What follows belongs to an exercise in optimizing a design on an open flow for small area, a short achievable clock period and few clock cycles; a production flow would make more cautious choices.
In this exercise RTL edits were held to simulation tests only and were not proved equivalent to the original.
Power and IR drop assume default switching activity.

==> design/flow/constraint.sdc <==
create_clock -name core_clock -period 8.5 [get_ports {clk}]
set_input_delay 1.7000 -clock core_clock [delete_from_list [all_inputs] [get_ports {clk}]]
set_output_delay 1.7000 -clock core_clock [all_outputs]
set_load 0.01 [all_outputs]
==> design/flow/standard.sh <==
#!/bin/bash
# synth_recipe.tcl (not shown) runs the flow's synth.tcl, then flattens the netlist and writes it again
# the make line also repeats each setting of config.mk as NAME=value (left out here)
make -C /OpenROAD-flow-scripts/flow DESIGN_CONFIG=/design/flow/config.mk WORK_HOME=/design/flow/orfs CLKGATE_MAP_FILE= SYNTH_SCRIPT=/design/flow/synth_recipe.tcl "${@:-finish}"
==> design/flow/config.mk <==
export PLATFORM = sky130hd
export DESIGN_NAME = hysteresis_peak_detector
export DESIGN_NICKNAME = hysteresis_peak_detector
export VERILOG_FILES = /design/flow/design.v
export SDC_FILE = /design/flow/constraint.sdc
export NUM_CORES = 4
export LEC_CHECK = 0
export ABC_AREA = 1
export CAP_MARGIN = 20
export CORE_MARGIN = 2
export CORE_UTILIZATION = 55
export SETUP_SLACK_MARGIN = 5
export SLEW_MARGIN = 20
export BUFFER_PORTS_ARGS = -buffer_cell sky130_fd_sc_hd__buf_1
export CTS_ARGS = -sink_clustering_enable -repair_clock_nets -buf_list "sky130_fd_sc_hd__clkbuf_4 sky130_fd_sc_hd__clkbuf_8" -sink_clustering_size 16 -sink_clustering_max_diameter 70 -dont_use_dummy_load
==> design/flow/design.v <==
package hpd_pkg;
	typedef enum logic [1:0] {
		REG_LOCAL_THR    = 2'd0,
		REG_GLOBAL_THR   = 2'd1,
		REG_MIN_INTERVAL = 2'd2
	} cfg_reg_t;
	localparam int unsigned CFG_INDEX_BITS = 2;
	localparam int unsigned INTERVAL_BITS  = 24;
	typedef struct packed {
		logic valid;     
		logic advance;   
	} pipe_ctrl_t;
endpackage
module hpd_carry #(
	parameter int unsigned N = 17
) (
	input  logic [N-1:0] x,
	input  logic [N-1:0] y,
	input  logic         cin,
	output logic         cout
);
	localparam int unsigned L = (N + 1 <= 2)  ? 1 : (N + 1 <= 4)  ? 2 :
	                            (N + 1 <= 8)  ? 3 : (N + 1 <= 16) ? 4 :
	                            (N + 1 <= 32) ? 5 : (N + 1 <= 64) ? 6 : 7;
	localparam int unsigned M = 1 << L;
	logic [(L+1)*M-1:0] g, p;
	assign g[0] = cin;
	assign p[0] = 1'b0;
	assign g[N:1] = x & y;
	assign p[N:1] = x | y;
	if (M > N + 1) begin : g_pad
		assign g[M-1:N+1] = '0;
		assign p[M-1:N+1] = '1;
	end
	for (genvar l = 0; l < L; l++) begin : g_lvl
		for (genvar i = 0; i < (M >> (l + 1)); i++) begin : g_node
			assign g[(l+1)*M + i] = g[l*M + 2*i + 1] | (p[l*M + 2*i + 1] & g[l*M + 2*i]);
			assign p[(l+1)*M + i] = p[l*M + 2*i + 1] & p[l*M + 2*i];
		end
		assign g[(l+1)*M + (M >> (l + 1)) +: (M - (M >> (l + 1)))] = '0;
		assign p[(l+1)*M + (M >> (l + 1)) +: (M - (M >> (l + 1)))] = '0;
	end
	assign cout = g[L*M];
endmodule
module hysteresis_peak_detector #(
	parameter int unsigned SAMPLE_BITS = 16,
	parameter int unsigned TIME_BITS   = 32
) (
	input  logic                          clk,
	input  logic                          arst_n,
	input  logic                          in_valid,
	output logic                          in_ready,
	input  logic signed [SAMPLE_BITS-1:0] sample_value,
	input  logic        [TIME_BITS-1:0]   sample_time,
	input  logic                          restart,
	output logic                          out_valid,
	input  logic                          out_ready,
	output logic        [TIME_BITS-1:0]   peak_time,
	output logic signed [SAMPLE_BITS-1:0] peak_value,
	input  logic                          cfg_valid,
	output logic                          cfg_ready,
	input  logic [hpd_pkg::CFG_INDEX_BITS-1:0] cfg_index,
	input  logic [((SAMPLE_BITS > hpd_pkg::INTERVAL_BITS) ?
	               SAMPLE_BITS : hpd_pkg::INTERVAL_BITS)-1:0] cfg_data
);
	localparam int unsigned SB = SAMPLE_BITS;
	localparam int unsigned TB = TIME_BITS;
	localparam int unsigned IB = hpd_pkg::INTERVAL_BITS;
	localparam int unsigned HB = SB + 2;    
	logic        [SB-2:0] hx_q;
	logic signed [SB-1:0] global_thr_q;
	logic        [IB-1:0] min_interval_q;
	logic                 toggle;    
	assign cfg_ready = 1'b1;
	logic signed [SB-1:0] v1_q;
	logic        [TB-1:0] t1_q;
	logic                 r1_q, s1_valid_q, in_ready_q;
	logic signed [SB-1:0] ref_q;      
	logic signed [SB-1:0] peak_v_q;   
	logic        [TB-1:0] max_t_q, prev_t_q;
	logic                 rising_q, seen_q, out_valid_q;
	always_ff @(posedge clk or negedge arst_n) begin
		if (!arst_n) begin
			hx_q           <= '0;
			global_thr_q   <= '0;
			min_interval_q <= '0;
		end else begin
			if (cfg_valid && cfg_index == 2'd0)
				hx_q <= rising_q ? cfg_data[SB-2:0] : ~cfg_data[SB-2:0];
			else if (toggle)
				hx_q <= ~hx_q;
			if (cfg_valid && cfg_index == 2'd1)
				global_thr_q <= $signed(cfg_data[SB-1:0]);
			if (cfg_valid && cfg_index == 2'd2)
				min_interval_q <= cfg_data[IB-1:0];
		end
	end
	logic [TB:0] sp_s, sp_k;
	logic        sp_carry, spaced, above, ok;
	for (genvar i = 0; i < TB; i++) begin : g_sp
		logic ma, zb;
		assign ma = !max_t_q[i];
		assign zb = (i < IB) ? min_interval_q[i] : 1'b0;
		assign sp_s[i]   = ma ^ prev_t_q[i] ^ zb;
		assign sp_k[i+1] = (ma & prev_t_q[i]) | (ma & zb) | (prev_t_q[i] & zb);
	end
	assign sp_s[TB] = 1'b1;
	assign sp_k[0]  = 1'b0;
	hpd_carry #(.N(TB + 1)) u_spaced (
		.x   (sp_s),
		.y   (sp_k),
		.cin (1'b1),
		.cout(sp_carry)
	);
	assign spaced = !sp_carry;
	hpd_carry #(.N(SB)) u_above (
		.x   ({!ref_q[SB-1], ref_q[SB-2:0]}),
		.y   (~{!global_thr_q[SB-1], global_thr_q[SB-2:0]}),
		.cin (1'b0),
		.cout(above)
	);
	assign ok = above && (!seen_q || spaced);
	logic ext;
	hpd_carry #(.N(SB)) u_ext (
		.x   ({!v1_q[SB-1], v1_q[SB-2:0]}),
		.y   (~{!ref_q[SB-1], ref_q[SB-2:0]}),
		.cin (!rising_q),
		.cout(ext)
	);
	logic [HB-1:0] cr_a, cr_b, cr_c, cr_s, cr_k;
	logic          cr_carry, cr_sign, xing;
	assign cr_a = {{(HB-SB){v1_q[SB-1]}}, v1_q};
	assign cr_b = {{(HB-SB+1){!rising_q}}, hx_q};
	assign cr_c = ~{{(HB-SB){ref_q[SB-1]}}, ref_q};
	assign cr_s = cr_a ^ cr_b ^ cr_c;
	assign cr_k = {(cr_a[HB-2:0] & cr_b[HB-2:0]) | (cr_a[HB-2:0] & cr_c[HB-2:0])
	               | (cr_b[HB-2:0] & cr_c[HB-2:0]), 1'b0};
	hpd_carry #(.N(HB - 1)) u_cross (
		.x   (cr_s[HB-2:0]),
		.y   (cr_k[HB-2:0]),
		.cin (1'b1),
		.cout(cr_carry)
	);
	assign cr_sign = cr_s[HB-1] ^ cr_k[HB-1] ^ cr_carry;
	assign xing   = rising_q ? cr_sign : !cr_sign;
	logic process, fire, ld_max, ld_ref, s1_valid_d, out_valid_d;
	assign process = s1_valid_q && !out_valid_q;
	assign ld_max  = process && (r1_q || (rising_q ? ext : xing));
	assign ld_ref  = process && (r1_q || ext != !rising_q || xing);
	assign fire    = process && !r1_q && rising_q && xing && ok;
	assign toggle  = process && (r1_q ? !rising_q : xing);
	assign s1_valid_d  = in_ready_q ? in_valid : (s1_valid_q && !process);
	assign out_valid_d = fire || (out_valid_q && !out_ready);
	always_ff @(posedge clk) begin
		if (in_ready_q) begin
			v1_q <= sample_value;
			t1_q <= sample_time;
			r1_q <= restart;
		end
		if (fire) begin
			prev_t_q <= max_t_q;
			peak_v_q <= ref_q;
		end
	end
	always_ff @(posedge clk or negedge arst_n) begin
		if (!arst_n) begin
			s1_valid_q  <= 1'b0;
			in_ready_q  <= 1'b1;
			out_valid_q <= 1'b0;
			ref_q       <= '0;
			max_t_q     <= '0;
			rising_q    <= 1'b1;
			seen_q      <= 1'b0;
		end else begin
			s1_valid_q  <= s1_valid_d;
			out_valid_q <= out_valid_d;
			in_ready_q  <= !(s1_valid_d && out_valid_d);
			if (ld_ref)
				ref_q <= v1_q;
			if (ld_max)
				max_t_q <= t1_q;
			if (process) begin
				rising_q <= r1_q || (rising_q ? !xing : xing);
				if (r1_q)
					seen_q <= 1'b0;
				else if (fire)
					seen_q <= 1'b1;
			end
		end
	end
	assign in_ready   = in_ready_q;
	assign out_valid  = out_valid_q;
	assign peak_time  = max_t_q;
	assign peak_value = peak_v_q;
endmodule
==> design/flow/flow/run.sh <==
#!/bin/bash
# Standard layout with two changes: port buffers are buf_1 cells instead of
# the resizer's default pick, and clock tree synthesis inserts no dummy loads
# and clusters up to 16 flip-flops per leaf buffer. Every tool's output goes
# to a log file here.
set -e
{
	echo 'export BUFFER_PORTS_ARGS = -buffer_cell sky130_fd_sc_hd__buf_1'
	echo 'export CTS_ARGS = -sink_clustering_enable -repair_clock_nets -buf_list "sky130_fd_sc_hd__clkbuf_4 sky130_fd_sc_hd__clkbuf_8" -sink_clustering_size 16 -sink_clustering_max_diameter 70 -dont_use_dummy_load'
} >> config.mk
bash standard.sh > standard.log 2>&1
==> key figures <==
Timing
  • Fmax: 311 MHz
  • Worst setup margin: 5280 ps
  • Number of max-slew violations in the final report: 0
  • RSZ-0062 raised after global routing: no
  • # setup viols final: 0
  • Worst clock skew: ~22 ps
  • Relative slew slack: between 40% and 50%
  • Period minus WS final: roughly 3200 ps
  • Fin Setup TNS: 0 ps
  • Hold Vio Cnt, Final: 0
  • Final worst-path cycle share: 37.9%
  • Worst-Margin Slew: 805 ps

Placement
  • PortBufs: 129
  • Placed insts: 1324
  • HPWL Detailed: 14200 um
  • GP Congestion: around 0.86
  • Worst slack, placed: 4760 ps

Drt
  • Via count: 6956
  • Drt first pass iters: 5
  • Routed len/inst: 15.2 um
  • Vias per cell: just over 5
  • Final ANT Viol Nets: 0
  • 1st-iter DRT viols: 392
  • WL final: a little over 20000 um
  • DRC errors left: 0

Die
  • Die H: 138 um
  • CORE AREA: 0.0174 mm^2
  • Core Rows: 48
  • Die area: 0.0190 mm^2
  • Initial core utilization: 56.6%
  • Ports: 131
  • Die X: around 140 um

Yosys
  • Synth Area in Simple Gates: 18.2%
  • Biggest area consumer among synthesized cells: edfxtp_1
  • Synth area leaders: edfxtp_1, dfrtp_1, nand2_1, fa_1, o21ai_0
  • Syn nets: 1121
  • Post-Synth Adder-Cell Area: a little under a tenth
  • Post-Syn Instances: 991
  • Number of distinct library cells after synthesis: 38
  • Multiplexer share of the synthesized area: 0.917%
  • Yosys reg bits: 205
  • Largest family of logic cells by synthesized area: simple AND/OR/NAND/NOR gates
  • Sequential share of the synthesized area: between 50 and 60%
  • Post-Syn Area: 0.00983 mm^2
  • Share of the synthesized area in the top cell type: ~30%
  • Syn avg cell area: 9.91 um^2
  • Xor/xnor share of the synthesized area: 0%
  • Compound-Gate Fraction of Synth Area: 8.05%
  • Yosys warns: 1

Setup path
  • CP startpoint: rising_q$_DFFE_PN1P_
  • Worst Setup Start Kind: register
  • Critical Path End: peak_v_q[14]$_DFFE_PP_
  • Worst-path maximum fanout: 24
  • Critical Path RT: 8700 ps
  • Cells on worst reg2reg path: 13
  • Reg2Reg Setup Slack: 5280 ps
  • WS Path Type: reg -> reg
  • WP data arrival: approximately 3400 ps
  • FF-to-FF End: peak_v_q[14]$_DFFE_PP_
  • Worst R2R Start: rising_q$_DFFE_PN1P_
  • CP Capture Type: register

Cells and area
  • Post-Layout Cell Count: 1344
  • Layout cells sized above 1: 4.92%
  • # diodes: 0
  • Post-layout util: 62.2%
  • Area grow syn2layout: 9.92%
  • Commonest non-fill, non-tap cell in the layout: nand2_1
  • Post-layout net count: 1251
  • Most frequent cells in the layout: nand2_1, buf_1, inv_1

Clock tree
  • CTS H-tree depth: 1
  • Root Driver: clkbuf_8
  • Number of clock sinks: 205
  • Hold Buf Count CTS: 0
  • Clock transition at path regs: 100 ps
  • Clock buffer depth: 3
  • Clock Latency Late Sink: 510 ps
  • CTS tree: yes
  • Number of buffers created by CTS: 16

GRT
  • GRT busiest layer: met2
  • Global-route wire length before repair: roughly 33000 um
  • Met1 Resource Use GR: 30.8%
  • Met3 usage: about 3.4%
  • Met2 GRT Util: 37.3%
  • Initial antenna violation count: 0
  • Vias in the first global route: 6661
  • Total GRT Usage: 22.2%
  • Pin count of the biggest net entering global routing: 61
  • Grt ovf: 0

Pwr
  • Max VDD drop: 0.232 mV
  • Overall power: 3.91 mW
  • PD cells: 362 mW/mm^2
  • Pleak: roughly 4.8 nW

Hold path
  • Min-Delay Path Class: reg -> reg

Flow run
  • Max-cap violations: 0

Status
  • Status: finished clean
-- repair_timing --
| item | CTS | global route |
|---|---|---|
| resized for setup | 4 | 3 |
| endpoints found under the hold margin | 0 | 0 |
| gates cloned | 1 | 1 |
| endpoints found under the setup margin | 67 | 86 |
| buffers inserted | 1 | 1 |
| pin swaps | 1 | 0 |
-- through the flow --
stage	instance area (um^2)	hold slack, ps
global placement	10500	433
global route	10800	492
detailed placement	10500	447
finish	10800	455
floorplan	9830	430
CTS	10800	454
-- area by class of cell --
type                    instances  area, um^2
repair buffers                138         589
well taps                     225         282
flip-flops and latches        205        5620
fillers                      1496        6560
multi-input cells             636        3620
inverters                     124         472
clock buffers                  16         220
-- registers in the layout, indices dropped and copies added, names as in the netlist --
name	count
v1_q	16
ref_q	16
s1_valid_q	1
in_ready_q	1
prev_t_q	32
peak_v_q	16
rising_q	1
r1_q	1
t1_q	32
max_t_q	32
min_interval_q	24
global_thr_q	16
hx_q	15
seen_q	1
out_valid_q	1
-- logic make-up (layout without fill, tap and decap cells) --
logic type                 after synthesis  in the layout
and+or+nand+nor                        427            427
DFF                                    205            205
buffers and inverters                  151            278
AOI/OAI and AO/OA                      149            150
adders and majority gates               50             50
muxes                                    8              8
other                                    1              1
-- metal layers --
metal  vias to the layer above  routed length [um]
met5                         -                   0
met4                         0                 359
met3                        25                1090
met2                       166                9770
met1                      3293                9180
li1                       3472                   -
-- cells in the mapped netlist --
cell / number
nand3_1: 76
a21oi_4: 1
conb_1: 1
a21oi_1: 20
nor2_1: 56
or2_2: 5
nand2_4: 3
nand3b_1: 1
or2_0: 1
nand2_2: 3
inv_1: 123
a31oi_1: 3
mux2_2: 8
o21ai_0: 110
buf_6: 2
or2_1: 2
dfstp_2: 2
nor3b_1: 2
nor3_1: 3
nand3_4: 1
a211oi_1: 3
edfxtp_1: 97
a22o_1: 1
fa_1: 40
buf_1: 3
ha_1: 10
nand3_2: 2
o21a_1: 1
nand2_1: 271
dfrtp_1: 106
o211ai_1: 4
clkbuf_1: 13
buf_4: 5
inv_2: 1
o22ai_1: 5
o21ai_1: 1
buf_2: 4
nand4_1: 1
-- worst max-delay path, cell delays in order, from the launching register on --
cell and delay (ps):
dfstp_4 730, inv_4 130, fa_1 530, inv_1 90, ha_1 160, inv_1 50, a31oi_1 200, nand2_1 130
nand2_2 80, nand4_1 90, nor2_1 170, nand2_1 140, clkinvlp_4 160, clkbuf_16 250
-- where the power goes --
group,internal (mW),leakage [nW],switching (mW)
logic,0.660,2.39,1.14
clock network,0.171,0.115,0.295
registers,1.40,2.28,0.238
-- how the worst min path moves through the flow --
stage,start,slack (ps),depth (start not counted),to
after floorplan,t1_q[0]$_DFFE_PP_,430,2,max_t_q[0]$_DFFE_PN0P_
after global placement,t1_q[30]$_DFFE_PP_,430,2,max_t_q[30]$_DFFE_PN0P_
after detailed placement,t1_q[21]$_DFFE_PP_,450,2,max_t_q[21]$_DFFE_PN0P_
after CTS,t1_q[11]$_DFFE_PP_,450,2,max_t_q[11]$_DFFE_PN0P_
after global routing,max_t_q[19]$_DFFE_PN0P_,490,0,prev_t_q[19]$_DFFE_PP_
final,t1_q[11]$_DFFE_PP_,460,2,max_t_q[11]$_DFFE_PN0P_
Testbench counts, summed over its fixed seeds: cycles 17,921.

## port drivers added, routing unchanged
No port has a modelled driver above. Below, the same layout with a new extraction and two added sets of constraints. Step 1 (the two cells are an assumption about what drives the block):
set clk [get_ports {clk}]
set_driving_cell -lib_cell sky130_fd_sc_hd__clkbuf_16 $clk
set_driving_cell -lib_cell sky130_fd_sc_hd__buf_2 [delete_from_list [all_inputs] $clk]
Step 2 moves the port delays by t, midway between the first and last clock arrival at a register: inputs arrive t later, outputs are due t later. That takes back most of the time a late clock gives input paths. Three values: no drivers, after step 1, after step 2; two values: the first two.
shift t [ns]: 0.535
setup WS [ns]: 5.282 / 5.282 / 5.028
worst hold slack (ns): 0.455 / 0.455 / 0.455
worst register clock-pin slew, ns: 0.11 / 0.11
After both steps this run still meets setup and hold. For this run, drivers alone change the setup slack by 0.000 ns; drivers and shift together by -0.254 ns.
